This design comes from an exercise in tuning for small area on the open sky130 flow, not from production work. Function was checked by simulation only, so behaviour that the tests miss may differ from the original. Power and IR drop assume default switching activity. The flow treats the clock pin as an ideal source, which a real chip does not have.

==> flow/run.sh <==
#!/bin/bash
# synth_recipe.tcl (not shown) runs the flow's synth.tcl, then flattens the netlist and writes it again
# the make line also repeats each setting of config.mk as NAME=value (left out here)
make -C /OpenROAD-flow-scripts/flow DESIGN_CONFIG=/design/flow/config.mk WORK_HOME=/design/flow/orfs CLKGATE_MAP_FILE= SYNTH_SCRIPT=/design/flow/synth_recipe.tcl finish
==> flow/config.mk <==
export PLATFORM = sky130hd
export DESIGN_NAME = decode_stage
export DESIGN_NICKNAME = decode_stage
export VERILOG_FILES = /design/flow/design.v
export SDC_FILE = /design/flow/constraint.sdc
export NUM_CORES = 4
export LEC_CHECK = 0
export CAP_MARGIN = 20
export CORE_MARGIN = 2
export CORE_UTILIZATION = 40
export SLEW_MARGIN = 20
==> flow/design.v <==
`default_nettype none
package isa_pkg;
    typedef logic [32-1:0]  inst_t;
    typedef logic [5:0]              opcode_t;
    typedef logic [5:0]              funct_t;
    typedef logic [5-1:0] shamt_t;
    localparam opcode_t OP_SPECIAL = 6'b000000;
    localparam opcode_t OP_ADDI    = 6'b001000;
    localparam opcode_t OP_ADDIU   = 6'b001001;
    localparam opcode_t OP_SLTI    = 6'b001010;
    localparam opcode_t OP_SLTIU   = 6'b001011;
    localparam opcode_t OP_ANDI    = 6'b001100;
    localparam opcode_t OP_ORI     = 6'b001101;
    localparam opcode_t OP_XORI    = 6'b001110;
    localparam opcode_t OP_LUI     = 6'b001111;
    localparam funct_t FN_SLL  = 6'b000000;
    localparam funct_t FN_SRL  = 6'b000010;
    localparam funct_t FN_SRA  = 6'b000011;
    localparam funct_t FN_SLLV = 6'b000100;
    localparam funct_t FN_SRLV = 6'b000110;
    localparam funct_t FN_SRAV = 6'b000111;
    localparam funct_t FN_ADD  = 6'b100000;
    localparam funct_t FN_ADDU = 6'b100001;
    localparam funct_t FN_SUB  = 6'b100010;
    localparam funct_t FN_SUBU = 6'b100011;
    localparam funct_t FN_AND  = 6'b100100;
    localparam funct_t FN_OR   = 6'b100101;
    localparam funct_t FN_XOR  = 6'b100110;
    localparam funct_t FN_NOR  = 6'b100111;
    localparam funct_t FN_SLT  = 6'b101010;
    localparam funct_t FN_SLTU = 6'b101011;
endpackage
`default_nettype wire
`default_nettype none
package pipe_pkg;
    typedef logic [32-1:0]     word_t;
    typedef logic [5-1:0] reg_addr_t;
    typedef logic [7:0]                 aluop_t;
    typedef logic [2:0]                 alusel_t;
    localparam aluop_t ALU_NOP   = 8'b00000000;
    localparam aluop_t ALU_SRL   = 8'b00000010;
    localparam aluop_t ALU_SRA   = 8'b00000011;
    localparam aluop_t ALU_ADD   = 8'b00100000;
    localparam aluop_t ALU_ADDU  = 8'b00100001;
    localparam aluop_t ALU_SUB   = 8'b00100010;
    localparam aluop_t ALU_SUBU  = 8'b00100011;
    localparam aluop_t ALU_AND   = 8'b00100100;
    localparam aluop_t ALU_OR    = 8'b00100101;
    localparam aluop_t ALU_XOR   = 8'b00100110;
    localparam aluop_t ALU_NOR   = 8'b00100111;
    localparam aluop_t ALU_SLT   = 8'b00101010;
    localparam aluop_t ALU_SLTU  = 8'b00101011;
    localparam aluop_t ALU_ADDI  = 8'b01010101;
    localparam aluop_t ALU_ADDIU = 8'b01010110;
    localparam aluop_t ALU_SLL   = 8'b01111100;
    localparam alusel_t RES_NOP   = 3'b000;
    localparam alusel_t RES_LOGIC = 3'b001;
    localparam alusel_t RES_SHIFT = 3'b010;
    localparam alusel_t RES_ARITH = 3'b100;
endpackage
`default_nettype wire
`timescale 1ns/1ps
`default_nettype none
module inst_decoder (
    input  isa_pkg::inst_t       inst,
    output logic                 is_shift,    
    output logic                 is_imm,      
    output logic                 illegal,
    output logic [6:0]           aluop,       
    output pipe_pkg::word_t      imm          
);
    isa_pkg::opcode_t opcode;
    isa_pkg::funct_t  funct;
    logic [15:0]      imm16;
    logic             fn_shift;   
    logic             fn_rshift;  
    logic             fn_alu;     
    logic             is_reg;
    assign opcode = inst[31:26];
    assign funct  = inst[5:0];
    assign imm16  = inst[15:0];
    assign fn_shift  = (funct == isa_pkg::FN_SLL) || (funct == isa_pkg::FN_SRL) ||
                       (funct == isa_pkg::FN_SRA);
    assign fn_rshift = (funct == isa_pkg::FN_SLLV) || (funct == isa_pkg::FN_SRLV) ||
                       (funct == isa_pkg::FN_SRAV);
    assign fn_alu    = (funct[5:3] == 3'b100) || (funct[5:1] == 5'b10101);
    assign is_shift = (inst[31:21] == '0) && fn_shift;
    assign is_reg   = (opcode == isa_pkg::OP_SPECIAL) && (inst[10:6] == '0) &&
                      (fn_rshift || fn_alu);
    assign is_imm   = (opcode[5:3] == 3'b001);
    assign illegal  = !(is_shift || is_reg || is_imm);
    always_comb begin
        aluop = 7'h00;
        if (is_shift || (is_reg && fn_rshift)) begin
            case (funct[1:0])
                2'b00:   aluop = 7'h7C;
                2'b10:   aluop = 7'h02;
                default: aluop = 7'h03;
            endcase
        end else if (is_reg) begin
            aluop = {1'b0, funct};
        end else if (is_imm) begin
            case (opcode[2:0])
                3'b000:  aluop = 7'h55;
                3'b001:  aluop = 7'h56;
                3'b010:  aluop = 7'h2A;
                3'b011:  aluop = 7'h2B;
                3'b100:  aluop = 7'h24;
                3'b110:  aluop = 7'h26;
                default: aluop = 7'h25;    
            endcase
        end
    end
    always_comb begin
        if (opcode[2:0] == 3'b111)
            imm = {imm16, 16'h0000};
        else
            imm = {{16{imm16[15] & !opcode[2]}}, imm16};
    end
endmodule
`default_nettype wire
`timescale 1ns/1ps
`default_nettype none
module reg_file (
    input  logic                 clk,
    input  logic                 rst_n,
    input  logic                 we,
    input  pipe_pkg::reg_addr_t  waddr,
    input  pipe_pkg::word_t      wdata,
    output logic [32*32-1:0] regs_flat,
    output logic [32-1:0]             valid
);
    pipe_pkg::word_t regs [1:32-1];
    logic [32-1:1] vld;
    logic [32-1:1] wsel;
    always_comb begin
        for (int i = 1; i < 32; i++)
            wsel[i] = we && (waddr == i[4:0]);
    end
    always_ff @(posedge clk or negedge rst_n) begin
        if (!rst_n)
            vld <= '0;
        else
            vld <= vld | wsel;
    end
    always_ff @(posedge clk) begin
        for (int i = 1; i < 32; i++)
            regs[i] <= (regs[i] & {32{!wsel[i]}}) | (wdata & {32{wsel[i]}});
    end
    always_comb begin
        regs_flat[32-1:0] = '0;
        valid[0] = 1'b0;
        for (int i = 1; i < 32; i++) begin
            regs_flat[i*32 +: 32] = regs[i];
            valid[i] = vld[i];
        end
    end
endmodule
`default_nettype wire
`timescale 1ns/1ps
`default_nettype none
module operand_select (
    input  logic                 use_const,
    input  pipe_pkg::word_t      const_val,
    input  pipe_pkg::reg_addr_t  addr,
    input  logic                 ex_wreg,
    input  pipe_pkg::reg_addr_t  ex_dest_addr,
    input  pipe_pkg::word_t      ex_dest_data,
    input  logic                 mem_wreg,
    input  pipe_pkg::reg_addr_t  mem_dest_addr,
    input  pipe_pkg::word_t      mem_dest_data,
    input  logic [32*32-1:0] regs_flat,
    input  logic [32-1:0]             valid,
    output pipe_pkg::word_t      src
);
    logic hit_ex, hit_mem;
    logic sel_ex, sel_mem;
    logic [32-1:0] sel_rf;
    assign hit_ex  = ex_wreg && (ex_dest_addr == addr);
    assign hit_mem = mem_wreg && (mem_dest_addr == addr);
    assign sel_ex  = !use_const && hit_ex;
    assign sel_mem = !use_const && !hit_ex && hit_mem;
    always_comb begin
        for (int i = 0; i < 32; i++)
            sel_rf[i] = !use_const && !hit_ex && !hit_mem && valid[i] && (addr == i[4:0]);
    end
    always_comb begin
        src = (const_val & {32{use_const}}) |
              (ex_dest_data & {32{sel_ex}}) |
              (mem_dest_data & {32{sel_mem}});
        for (int i = 1; i < 32; i++)
            src = src | (regs_flat[i*32 +: 32] & {32{sel_rf[i]}});
    end
endmodule
`default_nettype wire
`timescale 1ns/1ps
`default_nettype none
module decode_stage (
    input  logic      clk,
    input  logic      rst_n,
    input  logic      inst_valid,
    input  isa_pkg::inst_t     inst,
    input  logic      wb_we,
    input  pipe_pkg::reg_addr_t wb_addr,
    input  pipe_pkg::word_t     wb_data,
    input  logic      fwd_ex_wreg,
    input  pipe_pkg::reg_addr_t fwd_ex_dest_addr,
    input  pipe_pkg::word_t     fwd_ex_dest_data,
    input  logic      fwd_mem_wreg,
    input  pipe_pkg::reg_addr_t fwd_mem_dest_addr,
    input  pipe_pkg::word_t     fwd_mem_dest_data,
    output logic      ex_valid,
    output logic      ex_illegal,
    output pipe_pkg::aluop_t    ex_aluop,
    output pipe_pkg::alusel_t   ex_alusel,
    output pipe_pkg::word_t     ex_src1,
    output pipe_pkg::word_t     ex_src2,
    output pipe_pkg::reg_addr_t ex_dest_addr,
    output logic      ex_wreg
);
    logic            dec_is_shift;
    logic            dec_is_imm;
    logic            dec_illegal;
    logic [6:0]      dec_aluop;
    pipe_pkg::word_t dec_imm;
    pipe_pkg::word_t sel_src1;
    pipe_pkg::word_t sel_src2;
    logic [32*32-1:0] rf_regs;
    logic [32-1:0]             rf_valid;
    inst_decoder inst_decoder_i (
        .inst     (inst),
        .is_shift (dec_is_shift),
        .is_imm   (dec_is_imm),
        .illegal  (dec_illegal),
        .aluop    (dec_aluop),
        .imm      (dec_imm)
    );
    reg_file reg_file_i (
        .clk       (clk),
        .rst_n     (rst_n),
        .we        (wb_we),
        .waddr     (wb_addr),
        .wdata     (wb_data),
        .regs_flat (rf_regs),
        .valid     (rf_valid)
    );
    operand_select operand_select1_i (
        .use_const     (dec_is_shift),
        .const_val     ({27'b0, inst[10:6]}),
        .addr          (inst[25:21]),
        .ex_wreg       (fwd_ex_wreg),
        .ex_dest_addr  (fwd_ex_dest_addr),
        .ex_dest_data  (fwd_ex_dest_data),
        .mem_wreg      (fwd_mem_wreg),
        .mem_dest_addr (fwd_mem_dest_addr),
        .mem_dest_data (fwd_mem_dest_data),
        .regs_flat     (rf_regs),
        .valid         (rf_valid),
        .src           (sel_src1)
    );
    operand_select operand_select2_i (
        .use_const     (dec_is_imm),
        .const_val     (dec_imm),
        .addr          (inst[20:16]),
        .ex_wreg       (fwd_ex_wreg),
        .ex_dest_addr  (fwd_ex_dest_addr),
        .ex_dest_data  (fwd_ex_dest_data),
        .mem_wreg      (fwd_mem_wreg),
        .mem_dest_addr (fwd_mem_dest_addr),
        .mem_dest_data (fwd_mem_dest_data),
        .regs_flat     (rf_regs),
        .valid         (rf_valid),
        .src           (sel_src2)
    );
    logic       q_illegal;
    logic [6:0] q_aluop;
    logic [5:0] q_op;      
    logic       alu_logic, alu_shift;
    always_ff @(posedge clk or negedge rst_n) begin
        if (!rst_n)
            ex_valid <= 1'b0;
        else
            ex_valid <= inst_valid;
    end
    always_ff @(posedge clk) begin
        q_illegal    <= dec_illegal;
        q_op         <= {dec_aluop[6:5], dec_aluop[3:0]};
        ex_src1      <= sel_src1;
        ex_src2      <= sel_src2;
        ex_dest_addr <= dec_is_imm ? inst[20:16] : inst[15:11];
    end
    assign ex_illegal = q_illegal;
    assign ex_wreg    = !q_illegal;
    assign q_aluop    = {q_op[5:4], q_op[5], q_op[3:0]};
    assign ex_aluop   = {1'b0, q_aluop};
    assign alu_logic = (q_aluop[6:2] == 5'b01001);
    assign alu_shift = (q_aluop[6:5] == 2'b00) || (q_aluop[6] && q_aluop[3]);
    assign ex_alusel = {!alu_logic && !alu_shift, alu_shift, alu_logic};
endmodule
`default_nettype wire
==> flow/constraint.sdc <==
create_clock -name core_clock -period 5.0 [get_ports {clk}]
set_input_delay 1.0000 -clock core_clock [delete_from_list [all_inputs] [get_ports {clk}]]
set_output_delay 1.0000 -clock core_clock [all_outputs]
set_load 0.01 [all_outputs]
==> results of run 1 <==
-- synth_stat cells, types with 22 or more instances --
| master | count | area share (%) |
|---|---|---|
| a31oi_1 | 24 | 0.31 |
| edfxtp_1 | 992 | 61 |
| nor2_1 | 103 | 0.79 |
| dfxtp_1 | 76 | 3.1 |
| nand4_1 | 89 | 1.1 |
| a22o_1 | 116 | 2.1 |
| a22oi_1 | 448 | 6.9 |
| a32o_1 | 27 | 0.55 |
| dfrtp_1 | 32 | 1.6 |
| and3_1 | 173 | 2.2 |
| or2_2 | 32 | 0.41 |
| o22ai_1 | 27 | 0.35 |
| nand3_1 | 176 | 1.8 |
| a222oi_1 | 79 | 1.6 |
| o2bb2ai_1 | 22 | 0.39 |
| a21oi_1 | 90 | 0.92 |
| o21ai_0 | 70 | 0.72 |
| a2111oi_0 | 31 | 0.55 |
| nand2_1 | 171 | 1.3 |
| clkbuf_1 | 163 | 1.3 |
| a221o_1 | 23 | 0.47 |
| nor3_1 | 32 | 0.33 |
| and2_1 | 43 | 0.55 |
| buf_2 | 90 | 0.92 |
| and4_1 | 33 | 0.59 |
| a32oi_1 | 34 | 0.61 |
| a221oi_1 | 104 | 1.9 |
-- per-stage QoR --
stage / total power [mW] / util (%) / instances / area, µm²
CTS: 22.0 / 49.6 / 5840 / 60300
detailed placement: 13.0 / 46.3 / 5619 / 56300
global placement: 13.0 / 46.3 / 5616 / 56200
global route: 22.4 / 49.6 / 5863 / 60300
finish: 22.3 / 49.8 / 5926 / 60500
floorplan: 11.4 / - / 3644 / 48900
-- cells by family (layout without fill, tap and decap cells) --
logic type	count (synthesis)	count (layout)
buffers and inverters	311	885
and+or+nand+nor	1000	1000
muxes	3	3
AOI/OAI and AO/OA	1208	1208
DFF	1100	1100
other	1	84
xor gates and xnor gates	21	21
-- metal layers --
| metal | GRT usage, % | share of wire [%] | vias up |
|---|---|---|---|
| met2 | 70.8 | 37 | 6786 |
| met1 | 68.1 | 34 | 24300 |
| met5 | 1.13 | 0.14 | - |
| met3 | 30.3 | 18 | 2099 |
| met4 | 42.8 | 10 | 33 |
| li1 | - | - | 16400 |
-- worst register-to-register path, cell delays in order (launching register included) --
cell	delay, ps
dfrtp_1	550
and4_1	660
buf_4	400
buf_4	230
a22oi_1	210
nand4_1	320
a22oi_1	580
nand2_1	110
or4b_1	580
-- where the power goes --
part           switching (mW)  internal [mW]
logic                    1.70          0.765
clock network            4.07           5.17
registers               0.312           10.3
total                    6.08           16.2
-- cell usage in the layout (no fill, tap or decap), types with 31 or more instances in the layout --
cell             count
diode_2             83
and3_1             170
a222oi_1            79
a21oi_1             85
nand3_1            176
nand2_1            171
a221oi_1           104
buf_4              361
nand4_1             89
dfxtp_1             76
o21ai_0             69
a2111oi_0           31
edfxtp_1           992
or2_2               32
nor2_1              65
a22oi_1            448
clkdlybuf4s50_1    219
clkbuf_16          117
nor2_4              34
and4_1              32
buf_12              54
a22o_1             116
and2_1              34
a32oi_1             34
dfrtp_1             32
-- final timing paths --
check	slack, ps	end	cells after the start
setup reg to reg	1230	ex_src1[3]	8
min in group core_clock	510	reg_file_i.vld[13]	1
hold reg to reg	510	reg_file_i.vld[13]	1
hold / removal	350	reg_file_i.vld[17]	2
max in group asynchronous	4170	reg_file_i.vld[14]	2
setup / recovery	560	ex_src1[3]	11
-- layout make-up --
class / count / area share, %
diodes: 83 / 0.343
clock buffers: 138 / 5.04
clock inverters: 83 / 1.55
inverters: 14 / 0.0869
multi-input cells: 2233 / 26.4
flip-flops and latches: 1100 / 53.1
well taps: 1625 / 3.36
repair buffers: 650 / 10.1
==> results_dict.tcl, run 1 <==
set metrics [dict create \
    io_pins 232 \
    cts_buffers 116 \
    core-area_um2 122000 \
    fill_cells 10500 \
    avgSynthCellArea_um2 13.4 \
    synthArstFlopShare_pct 2.91 \
    synth_edf_count 992 \
    grt_usage_pct 55.2 \
    first_global_vias 43200 \
    slew_headroom_pct 8.05 \
    yosysSeqAreaShare_pct 65.6 \
    synth-simple-area-share_pct 11.6 \
    worst_slew_pin_slew_ps 1370 \
    hold_viol_final 0 \
    via_count 49600 \
    max_freq_mhz 225 \
    layout_setup_ws_ps 556 \
    cp_cell_sequence "clkdlybuf4s50_1, buf_12, nor2_1, and4_1, buf_4, buf_4, a22oi_1, nand4_1, a22oi_1, nand2_1, or4b_1" \
    antenna_left 2 \
    maxSlewViolCount 0 \
    syn2layout_area_growth_pct 23.7 \
    crit_required_ps 5640 \
    dr.pass1.iters 15 \
    synth_warnings 5 \
    setup_viol 0 \
    synth_cell_types 92 \
    period_share_pct 88.9 \
    dp_slack_ps 146 \
    synth_top_family_by_area "compound AO/OA/AOI/OAI gates" \
    crit_family "simple AND/OR/NAND/NOR gates" \
    syn-num-nets 3793 \
    fin_skew_ps 35.8 \
    regArea_um2 32100 \
    vias_per_cell 8.37 \
    startpoint_type "primary input" \
    gp_congestion 1.13 \
    die_w_um 354 \
    critical-path-max-stage-delay_ps 610 \
    hold_path.class "primary input to asynchronous set/reset pin" \
    dp_hpwl_um 241000 \
    overflow 0 \
    clk_latency_ps 790 \
    cts.sinks 1100 \
    synth_seq_cells 1100 \
    yosys.area_share.xor_xnor_pct 0.376 \
    row_count 128 \
    grt_pass1_wl_um 447000 \
    multi_input_area_um2 16000 \
    detail_route.wl_per_cell_um 60.2 \
    drive_gt1_share_pct 18.7 \
    synth_fa_ha_area_share_pct 0 \
    synthMuxAreaShare_pct 0.0639 \
    h-tree-depth 3 \
    drc 0 \
    cts-resized-gates 0 \
    clockRootBuffer "clkbuf_16" \
    total_leakage_power_nw 20.3 \
    so.violations "antenna rules" \
    crit_fanout 25 \
    regToRegStartpoint "reg_file_i.vld[19]" \
    drv_cap 0 \
    critPathArrivalTime_ps 5090 \
    power_density_nw_per_um2 368 \
    synth_area_um2 48900 \
    crit_type "primary input to flip-flop" \
    synth_compound_area_share_pct 19.4 \
    min_period_ps 4440 \
    wl_um 357000 \
    clk_pin_slew_worst_paths_ps 60 \
    synthFlopType "edfxtp_1" \
    cp_slowest_cell "clkdlybuf4s50_1" \
    drt_iter0_drc 13300 \
    grt_max_degree 67 \
    tns_ps 0 \
    whs_ps 350 \
    fp.dieH_um 354 \
    final_nets 4264 \
    cts_tree "built" \
    postCtsHoldBufs 0 \
    vdd_drop_max_v 0.000389 \
    outcome "failed layout checks" \
    crit_path_end_kind "flip-flop" \
    initial_utilization_pct 40.2 \
    crit_buf_inv 4 \
    crit_start "inst[23]" \
    rsz0062_at_grt "false" \
    max-clock-path-buffers 3 \
    post_cts_buffers 0 \
    die_area_um2 125000 \
    portBuffers 230 \
    antenna_found_initial 64 \
    synth_cells 3644 \
]
==> run 2: changes to the inputs <==
--- a/flow/design.v
+++ b/flow/design.v
@@ -130,7 +130,7 @@
     output logic [32*32-1:0] regs_flat,
     output logic [32-1:0]             valid
 );
-    pipe_pkg::word_t regs [1:32-1];
+    logic [32*32-1:32] regs;
     logic [32-1:1] vld;
     logic [32-1:1] wsel;
     always_comb begin
@@ -145,13 +145,14 @@
     end
     always_ff @(posedge clk) begin
         for (int i = 1; i < 32; i++)
-            regs[i] <= (regs[i] & {32{!wsel[i]}}) | (wdata & {32{wsel[i]}});
+            if (wsel[i])
+                regs[i*32 +: 32] <= wdata;
     end
     always_comb begin
         regs_flat[32-1:0] = '0;
         valid[0] = 1'b0;
         for (int i = 1; i < 32; i++) begin
-            regs_flat[i*32 +: 32] = regs[i];
+            regs_flat[i*32 +: 32] = regs[i*32 +: 32];
             valid[i] = vld[i];
         end
     end
@@ -159,7 +160,9 @@
 `default_nettype wire
 `timescale 1ns/1ps
 `default_nettype none
-module operand_select (
+module operand_select #(
+    parameter bit CONST_ADDR_ZERO = 1'b0
+) (
     input  logic                 use_const,
     input  pipe_pkg::word_t      const_val,
     input  pipe_pkg::reg_addr_t  addr,
@@ -180,16 +183,35 @@
     assign hit_mem = mem_wreg && (mem_dest_addr == addr);
     assign sel_ex  = !use_const && hit_ex;
     assign sel_mem = !use_const && !hit_ex && hit_mem;
+    logic       rf_ok;
+    logic [3:0] pre_lo;
+    logic [7:0] pre_hi;
+    assign rf_ok = (CONST_ADDR_ZERO || !use_const) && !hit_ex && !hit_mem;
     always_comb begin
+        for (int j = 0; j < 4; j++)
+            pre_lo[j] = (addr[1:0] == j[1:0]);
+        for (int k = 0; k < 8; k++)
+            pre_hi[k] = rf_ok && (addr[4:2] == k[2:0]);
         for (int i = 0; i < 32; i++)
-            sel_rf[i] = !use_const && !hit_ex && !hit_mem && valid[i] && (addr == i[4:0]);
+            sel_rf[i] = valid[i] && pre_hi[i/4] && pre_lo[i%4];
     end
+    localparam int NT = 32 + 2;           
+    localparam int NG = (NT + 2) / 3;
+    pipe_pkg::word_t term [NG*3];
+    pipe_pkg::word_t grp  [NG];
     always_comb begin
-        src = (const_val & {32{use_const}}) |
-              (ex_dest_data & {32{sel_ex}}) |
-              (mem_dest_data & {32{sel_mem}});
+        for (int k = 0; k < NG*3; k++)
+            term[k] = '0;
         for (int i = 1; i < 32; i++)
-            src = src | (regs_flat[i*32 +: 32] & {32{sel_rf[i]}});
+            term[i-1] = regs_flat[i*32 +: 32] & {32{sel_rf[i]}};
+        term[32-1] = ex_dest_data & {32{sel_ex}};
+        term[32]   = mem_dest_data & {32{sel_mem}};
+        term[32+1] = const_val & {32{use_const}};
+        for (int g = 0; g < NG; g++)
+            grp[g] = term[3*g] | term[3*g+1] | term[3*g+2];
+        src = '0;
+        for (int g = 0; g < NG; g++)
+            src = src | grp[g];
     end
 endmodule
 `default_nettype wire
@@ -244,7 +266,7 @@
         .regs_flat (rf_regs),
         .valid     (rf_valid)
     );
-    operand_select operand_select1_i (
+    operand_select #(.CONST_ADDR_ZERO(1'b1)) operand_select1_i (
         .use_const     (dec_is_shift),
         .const_val     ({27'b0, inst[10:6]}),
         .addr          (inst[25:21]),
==> flow/config.mk (replaced) <==
export PLATFORM = sky130hd
export DESIGN_NAME = decode_stage
export DESIGN_NICKNAME = decode_stage
export VERILOG_FILES = /design/flow/design.v
export SDC_FILE = /design/flow/constraint.sdc
export NUM_CORES = 4
export LEC_CHECK = 0
export CAP_MARGIN = 15
export CORE_MARGIN = 2
export CORE_UTILIZATION = 70
export GPL_TIMING_DRIVEN = 0
export SETUP_SLACK_MARGIN = 0.1
export SLEW_MARGIN = 15
==> results_dict.tcl, run 2 <==
set metrics [dict create \
    outcome "aborted with a tool error" \
    lastStage "global routing" \
    tool.error "[ERROR GRT-0116] Global routing finished with congestion. Check the congestion regions in the DRC Viewer." \
    portBuffers 227 \
    synth.area.top_cells "edfxtp_1, a22oi_1, a221oi_1" \
    max-clock-path-buffers 3 \
    io_pins 232 \
    postCtsHoldBufs 0 \
    grt_max_degree 32 \
    place_area_um2 52900 \
    row_count 95 \
    syn-num-nets 3548 \
    grt_pass1_wl_um 459000 \
    yosys.area_share.xor_xnor_pct 0.389 \
    synth_compound_area_share_pct 19.5 \
    initial_utilization_pct 70.5 \
    die_w_um 264 \
    synth_warnings 9 \
    avgSynthCellArea_um2 13.9 \
    synth_cell_types 77 \
    yosysSeqAreaShare_pct 67.9 \
    yosysTopAreaCell "edfxtp_1" \
    synthMuxAreaShare_pct 0.0423 \
    grt_usage_pct 95.4 \
    cts_buffers 104 \
    synth_area_um2 47300 \
    synthArstFlopShare_pct 2.91 \
    synth_cells 3399 \
    fp.dieH_um 264 \
    synth_edf_count 992 \
    clockRootBuffer "clkbuf_16" \
    gp_congestion 1.32 \
    synth-simple-area-share_pct 9.39 \
    synth.top_cell.area_share_pct 63.0 \
    synthFlopType "edfxtp_1" \
    synth_top_family_by_area "compound AO/OA/AOI/OAI gates" \
    dp_hpwl_um 196000 \
    first_global_vias 52300 \
    synth_fa_ha_area_share_pct 0 \
    yosysMostFrequentCell "edfxtp_1" \
    synth_seq_cells 1100 \
    overflow 1053 \
    h-tree-depth 3 \
    ys_top_cells_by_count "edfxtp_1, a22oi_1, nand2_1" \
    cts.sinks 1100 \
]
-- run 2: logic make-up after synthesis --
kind of cell    Yosys count
compound gates         1169
flops                  1100
simple gates            821
buf+inv                 285
xor+xnor                 21
mux                       2
other cells               1
-- run 2: worst max path at each step --
stage                            to  slack [ps]  depth (start not counted)
2_1_floorplan  reg_file_i.regs[100]        1740                          3
3_3_place_gp     reg_file_i.vld[15]       -2150                          5
3_5_place_dp            ex_src2[12]       -1560                         13
4_1_cts                  ex_src1[7]         110                         12
-- run 2: what timing repair did --
| item | 4_1_cts |
|---|---|
| setup buffers | 4 |
| resized for setup | 33 |
| setup endpoints to repair | 49 |
-- run 2: stage by stage --
step           instances  setup WS [ps]  util, %
4_1_cts             4784            113     84.2
2_1_floorplan       3399           1740        -
3_3_place_gp        4499          -2150     75.6
3_5_place_dp        4585          -1560     78.9
-- run 2: routing by layer --
metal | GRT usage, % | overflow
met1 | 94.6 | 176
met2 | 99.8 | 380
met3 | 93.0 | 185
met4 | 94.4 | 284
met5 | 83.6 | 28
-- run 2: power by group through the flow --
stage	Clock (mW)	Combinational (mW)	Sequential, mW
after global placement	0	1.77	10.6
after detailed placement	0	1.87	10.7
after CTS	8.05	1.91	10.5
after floorplan	0	0.643	10.6
==> run 3: changes to the inputs <==
==> flow/flow/run.sh (new file) <==
#!/bin/bash
# Own layout flow: the standard ORFS flow, with these changes:
#  - synthesis maps the logic with its own ABC script (flow/abc.script:
#    &nf mapping without restructuring, then ABC's buffering and
#    sizing) instead of ORFS's speed script; flip-flop mapping and
#    everything before and after it are unchanged;
#  - CTS clusters more sinks per buffer and adds no dummy loads;
#  - port buffers use buf_1.
# Each step's full output goes to a log file of its own here.
set -euo pipefail
work=$(pwd)
rm -rf "$work/scripts"
cp -r "$FLOW_HOME/scripts" "$work/scripts"
cp "$work/flow/abc.script" "$work/scripts/abc_speed.script"
export SCRIPTS_DIR="$work/scripts"
export CTS_ARGS="-sink_clustering_enable -repair_clock_nets -dont_use_dummy_load -sink_clustering_size 30 -sink_clustering_max_diameter 100"
export BUFFER_PORTS_ARGS="-buffer_cell sky130_fd_sc_hd__buf_1"
for step in ${LOCAL_TARGETS:-synth floorplan place cts route finish}; do
  bash standard.sh "$step" > "$work/flow_$step.log" 2>&1
done
==> flow/flow/abc.script (new file) <==
strash
&get -n
&nf -R 0 -p
&put
topo
stime -c
upsize -c
dnsize -c
==> flow/standard.sh (new file) <==
#!/bin/bash
# synth_recipe.tcl (not shown) runs the flow's synth.tcl, then flattens the netlist and writes it again
# the make line also repeats each setting of config.mk as NAME=value (left out here)
make -C /OpenROAD-flow-scripts/flow DESIGN_CONFIG=/design/flow/config.mk WORK_HOME=/design/flow/orfs CLKGATE_MAP_FILE= SYNTH_SCRIPT=/design/flow/synth_recipe.tcl "${@:-finish}"
removed: flow/run.sh
==> results_dict.tcl, run 3 <==
set metrics [dict create \
    outcome "timing/DRC/antenna clean" \
    rsz0062_at_grt "false" \
    grt_usage_pct 43.4 \
    crit_type "primary input to flip-flop" \
    antenna_left 0 \
    synthArstFlopShare_pct 2.91 \
    regMostFlops "reg_file_i.regs" \
    die_area_um2 63600 \
    dp_hpwl_um 87800 \
    period_share_pct 93.0 \
    syn2layout_area_growth_pct 10.8 \
    reg2reg_depth 6 \
    critPathArrivalTime_ps 5220 \
    overflow 0 \
    row_count 90 \
    synth_cell_types 45 \
    final_cell_mix "edfxtp_1, a222oi_1, buf_1" \
    largest_register_ffs 992 \
    synth_area_um2 43100 \
    crit_buf_inv 1 \
    cp_cell_sequence "buf_1, xor2_1, nor4_1, and3_1, nor4_1, and3_2, a222oi_1, nand4_1, and4b_1, and3_1, nand3_1" \
    met1_usage_pct 58.5 \
    core-area_um2 60600 \
    synth_seq_cells 1100 \
    worst_slew_pin_slew_ps 1240 \
    postCtsHoldBufs 0 \
    vias_per_cell 9.06 \
    reg2reg_setup_slack_ps 2120 \
    yosysMostFrequentCell "edfxtp_1" \
    io_pins 232 \
    yosysTopAreaCell "edfxtp_1" \
    whs_ps 399 \
    post_cts_buffers 0 \
    top_usage_layer "met2" \
    clk_pin_slew_worst_paths_ps 110 \
    critical-path-max-stage-delay_ps 1050 \
    avgSynthCellArea_um2 18.1 \
    p_total_mw 15.7 \
    use_met2_pct 66.4 \
    syn-num-nets 2527 \
    maxSlewViolCount 0 \
    h-tree-depth 2 \
    gp_congestion 0.957 \
    synth_cells 2378 \
    cp_slowest_cell "and3_2" \
    clockRootBuffer "clkbuf_16" \
    max_freq_mhz 215 \
    synth_edf_count 992 \
    crit_required_ps 5570 \
    die_w_um 252 \
    wl_um 142000 \
    regToRegStartpoint "reg_file_i.vld[12]" \
    cts_tree "built" \
    via_count 32100 \
    portBuffers 230 \
    fin_skew_ps 33.4 \
    synth_warnings 9 \
    top_regs "reg_file_i.regs (992), ex_src1 (32), ex_src2 (32)" \
    hold_path.class "primary input to asynchronous set/reset pin" \
    setup_viol 0 \
    finalInstanceArea_um2 47700 \
    power_density_nw_per_um2 330 \
    crit_family "simple AND/OR/NAND/NOR gates" \
    fin_util_pct 78.8 \
    crit_start "inst[24]" \
    synth.top_cell.area_share_pct 69.1 \
    detail_route.wl_per_cell_um 40.0 \
    dr.pass1.iters 15 \
    worstReg2RegEnd "ex_src2[29]" \
    drt_iter0_drc 9996 \
    crit_path_end_kind "flip-flop" \
    slew_headroom_pct 17.3 \
    drc 0 \
    fp.dieH_um 252 \
    vdd_drop_max_v 0.000424 \
    synth.area.top_cells "edfxtp_1, a222oi_1, dfxtp_1" \
    yosysSeqAreaShare_pct 74.5 \
    startpoint_type "primary input" \
    grt_max_degree 33 \
    final_nets 2907 \
    max-clock-path-buffers 3 \
    ys_top_cells_by_count "edfxtp_1, a222oi_1, and3_1" \
    clk_latency_ps 650 \
    first_global_vias 30600 \
    initial_utilization_pct 71.2 \
    min_period_ps 4650 \
    antenna_found_initial 17 \
    layout_commonest_cell "edfxtp_1" \
    cts.sinks 1100 \
    crit_path_end "ex_src1[23]" \
    drv_cap 0 \
    drive_gt1_share_pct 10.5 \
    hold_viol_final 0 \
    gr-usage-met3_pct 13.6 \
    cts_buffers 42 \
    grt_pass1_wl_um 199000 \
    path_depth 11 \
    crit_fanout 32 \
    fill_cells 3314 \
    total_leakage_power_nw 14.4 \
    synthFlopType "edfxtp_1" \
    cts-resized-gates 0 \
    place_area_um2 46600 \
]
==> run 3: changes by cell type after synthesis, moves of 34 or more <==
cell / delta
clkbuf_1: -152
nand2_1: -173
nand3_1: -62
o22ai_1: -34
and4b_1: +71
a22oi_1: -478
a221oi_1: -192
buf_2: -85
a222oi_1: +651
a32oi_1: -37
nor2_1: -91
a21oi_1: -43
a22o_1: -167
==> run 3: stage by stage <==
stage	cells	setup WS (ps)	TNS, ps
5_1_grt	3539	442	0
3_5_place_dp	3496	65.2	0
3_3_place_gp	3390	-4570	-1077300
2_1_floorplan	2378	-121	-21940
4_1_cts	3538	709	0
6_report	3542	350	0
==> run 3: area by class of cell <==
type,instances,area [µm²],area share (%)
inverters,6,22.5,0.0472
well taps,782,978,2.05
repair buffers,336,2400,5.03
clock buffers,42,1050,2.20
multi-input cells,1268,11100,23.3
diodes,4,10.0,0.0210
plain buffers,4,30.0,0.0629
flip-flops and latches,1100,32100,67.3
==> run 3: where the power goes <==
| group | leakage [nW] | total, mW | internal, mW | switching [mW] |
|---|---|---|---|---|
| clock | 0.518 | 4.12 | 1.52 | 2.60 |
| combinational | 3.97 | 1.23 | 0.385 | 0.847 |
| sequential | 9.93 | 10.4 | 10.3 | 0.118 |
==> run 3: kinds of logic (layout without fill, tap and decap cells) <==
kind of cell              count (synthesis)  count (layout)  share of synthesized area, %
buffers and inverters                    10             388                         0.122
xor gates and xnor gates                 20              20                         0.406
AOI/OAI and AO/OA                       755             755                          17.1
and+or+nand+nor                         487             487                          7.75
other                                     1               5                       0.00870
DFF                                    1100            1100                          74.5
muxes                                     5               5                         0.116
==> run 3: how the worst min path moves through the flow <==
stage,endpoint,slack (ps),depth (start not counted)
final,reg_file_i.vld[3],400,1
after global routing,reg_file_i.vld[11],460,1
after CTS,reg_file_i.vld[1],410,1
after detailed placement,reg_file_i.vld[13],470,1
after global placement,reg_file_i.vld[27],460,1
after floorplan,reg_file_i.vld[18],450,1
==> run 3: metal layers <==
| metal | part of all wire, % | up-vias |
|---|---|---|
| met5 | 0.091 | - |
| met4 | 4.8 | 16 |
| met3 | 18 | 564 |
| met2 | 45 | 3699 |
| met1 | 32 | 15400 |
| li1 | - | 12400 |
==> run 4: changes to the inputs <==
==> flow/flow/run.sh (replaced) <==
#!/bin/bash
# Own layout flow: the standard ORFS flow, with these changes:
#  - synthesis maps the logic with its own ABC script (flow/abc.script:
#    &nf mapping without restructuring, then ABC's gate sizing)
#    instead of ORFS's speed script; flip-flop mapping and
#    everything before and after it are unchanged;
#  - CTS clusters more sinks per buffer and adds no dummy loads;
#  - port buffers use buf_1;
#  - after global routing, gates off the critical paths are sized down
#    (ORFS's power recovery), then max-slew/max-cap repair runs again.
# Each step's full output goes to a log file of its own here.
set -euo pipefail
work=$(pwd)
rm -rf "$work/scripts"
cp -r "$FLOW_HOME/scripts" "$work/scripts"
cp "$work/flow/abc.script" "$work/scripts/abc_speed.script"
python3 "$work/flow/patch_grt.py" "$work/scripts/global_route.tcl"
export SCRIPTS_DIR="$work/scripts"
export CTS_ARGS="-sink_clustering_enable -repair_clock_nets -dont_use_dummy_load -sink_clustering_size 30 -sink_clustering_max_diameter 100"
export BUFFER_PORTS_ARGS="-buffer_cell sky130_fd_sc_hd__buf_1"
export RECOVER_POWER=100
for step in ${LOCAL_TARGETS:-synth floorplan place cts route finish}; do
  bash standard.sh "$step" > "$work/flow_$step.log" 2>&1
done
==> flow/flow/patch_grt.py (new file) <==
# Run repair_design (and legalize) right after ORFS's power recovery in
# global_route.tcl, inside the same incremental global-route session, so
# the cells it sized down cannot leave max-slew or max-cap violations.
import sys
path = sys.argv[1]
s = open(path).read()
old = "  recover_power_helper\n"
new = ("  recover_power_helper\n"
       "  if { $::env(RECOVER_POWER) != 0 } {\n"
       "    repair_design_helper\n"
       "    log_cmd detailed_placement\n"
       "  }\n")
assert s.count(old) == 1, "global_route.tcl: recover_power_helper not found once"
open(path, "w").write(s.replace(old, new))
==> results_dict.tcl, run 4 <==
set metrics [dict create \
    wl_um 142000 \
    fin_skew_ps 32.5 \
    final_cell_mix "edfxtp_1, a222oi_1, buf_1" \
    crit_fanout 32 \
    period_share_pct 94.7 \
    row_count 90 \
    critPathArrivalTime_ps 5310 \
    max-clock-path-buffers 3 \
    synth_cell_types 45 \
    largest_register_ffs 992 \
    synthArstFlopShare_pct 2.91 \
    fp.dieH_um 252 \
    vdd_drop_max_v 0.000422 \
    die_area_um2 63600 \
    postCtsHoldBufs 0 \
    synth_warnings 9 \
    hold_viol_final 0 \
    gp_congestion 0.957 \
    post_cts_buffers 0 \
    fin_util_pct 78.0 \
    initial_utilization_pct 71.2 \
    final_cell_count_no_fill 3550 \
    yosysSeqAreaShare_pct 74.5 \
    crit_path_end_kind "flip-flop" \
    die_w_um 252 \
    drc 0 \
    drv_cap 0 \
    cts-resized-gates 0 \
    top_regs "reg_file_i.regs (992), ex_src1 (32), ex_src2 (32)" \
    final_nets 2914 \
    outcome "timing/DRC/antenna clean" \
    drive_gt1_share_pct 7.85 \
    min_period_ps 4740 \
    vias_per_cell 9.05 \
    synth.top_cell.area_share_pct 69.1 \
    power_density_nw_per_um2 333 \
    synth_edf_count 992 \
    grt_pass1_wl_um 199000 \
    reg2reg_setup_slack_ps 2130 \
    clockRootBuffer "clkbuf_16" \
    synth.area.top_cells "edfxtp_1, a222oi_1, dfxtp_1" \
    syn-num-nets 2527 \
    max_freq_mhz 211 \
    crit_required_ps 5570 \
    crit_type "primary input to flip-flop" \
    io_pins 232 \
    maxSlewViolCount 0 \
    startpoint_type "primary input" \
    overflow 0 \
    slew_headroom_pct 14.4 \
    synthFlopType "edfxtp_1" \
    grt_max_degree 33 \
    antenna_left 0 \
    clk_latency_ps 650 \
    via_count 32100 \
    cts_tree "built" \
    ys_top_cells_by_count "edfxtp_1, a222oi_1, and3_1" \
    h-tree-depth 2 \
    hold_path.class "primary input to asynchronous set/reset pin" \
    yosysTopAreaCell "edfxtp_1" \
    yosysMostFrequentCell "edfxtp_1" \
    tns_ps 0 \
    dr.pass1.iters 15 \
    antenna_found_initial 17 \
    place_inst 3496 \
    cts_buffers 42 \
    core-area_um2 60600 \
    synth_seq_cells 1100 \
    rsz0062_at_grt "false" \
    setup_viol 0 \
    grt_usage_pct 43.4 \
    regMostFlops "reg_file_i.regs" \
    worst_slew_pin_slew_ps 1280 \
    clk_pin_slew_worst_paths_ps 110 \
    dp_hpwl_um 87800 \
    syn2layout_area_growth_pct 9.55 \
    cts.sinks 1100 \
    total_leakage_power_nw 14.1 \
    avgSynthCellArea_um2 18.1 \
    first_global_vias 30600 \
    drt_iter0_drc 10200 \
    synth_cells 2378 \
    portBuffers 230 \
    detail_route.wl_per_cell_um 39.9 \
    layout_commonest_cell "edfxtp_1" \
    synth_area_um2 43100 \
]
==> run 4: cell counts after synthesis <==
Identical to the previous run, type by type.
==> run 4: worst max-delay path, stage by stage <==
cell,delay (ps)
buf_1,430
xor2_1,220
nor4_1,90
and3_1,290
nor4_1,930
and3_2,1070
a222oi_1,310
nand4_1,320
and4b_1,300
and3_1,240
nand3_1,90
==> run 4: per-layer routing <==
layer  global-route usage, %  share of wire [%]
met1                    58.5                 31
met2                    66.4                 45
met3                    13.6                 19
met4                    18.8                5.0
met5                       0              0.078
==> run 4: path summary, 6_finish.rpt <==
path,from,end,cells after the start
max,inst[24],ex_src1[23],11
min,rst_n,reg_file_i.vld[11],1
max reg2reg,reg_file_i.vld[12],ex_src2[29],6
min reg2reg,reg_file_i.vld[5],reg_file_i.vld[5],1
max in group asynchronous,rst_n,reg_file_i.vld[22],2
min in group core_clock,inst_valid,ex_valid,1
==> run 4: stage by stage <==
step	setup slack [ps]	total power, mW	instance area, µm²	hold slack (ps)
floorplan	-121	11.1	43100	448
global placement	-4570	11.7	45000	463
detailed placement	65.2	11.8	46600	472
CTS	709	15.6	47700	411
global route	235	16.0	47200	245
finish	265	15.7	47200	233
==> run 4: cell families after synthesis <==
family | after synthesis | share of synthesized area [%]
XOR/XNOR | 20 | 0.406
AO/OA/AOI/OAI | 755 | 17.1
multiplexers | 5 | 0.116
buffers and inverters | 10 | 0.122
other | 1 | 0.00870
flip-flops | 1100 | 74.5
AND/OR/NAND/NOR | 487 | 7.75
==> run 4: cell type report <==
cell class                 count  area (µm²)
inverter                       6        22.5
buffer                         4        30.0
tap                          782         978
fill                        3416       13400
timing repair buffer         343        1970
multi-input combinational   1268       11000
antenna                        5        12.5
sequential                  1100       32100
clock buffer                  42        1050
==> run 4: report_power, final <==
part	leakage, nW	internal, mW	switching [mW]	total [mW]
sequential	9.93	10.3	0.118	10.4
combinational	3.66	0.376	0.844	1.22
clock	0.518	1.52	2.59	4.11

==> separate check: timing with driven ports <==
How much do the figures lean on ideal ports? The routed layouts below were timed once more, with nothing changed but the port constraints.
Step 1: set_driving_cell puts a clkbuf_16 on clk and a buf_2 on each other input, an assumption about the parent block.
Step 2 moves the port delays by t, midway between the first and last clock arrival at a register: inputs arrive t later, outputs are due t later. That takes back most of the time a late clock gives input paths.
Slacks: no drivers / after step 1 / after step 2; pairs: no drivers / after step 1.
run	shift t [ns]	slack for setup (ns)	worst hold slack (ns)
run 1	0.854	0.556 / 0.607 / -0.247	0.350 / 0.289 / 0.510
run 3	0.692	0.350 / 0.391 / -0.301	0.399 / 0.356 / 0.504
run 4	0.690	0.265 / 0.305 / -0.385	0.233 / 0.195 / 0.503
For run 1, which loses most, drivers alone change the setup slack by +0.051 ns; drivers and shift together by -0.803 ns.
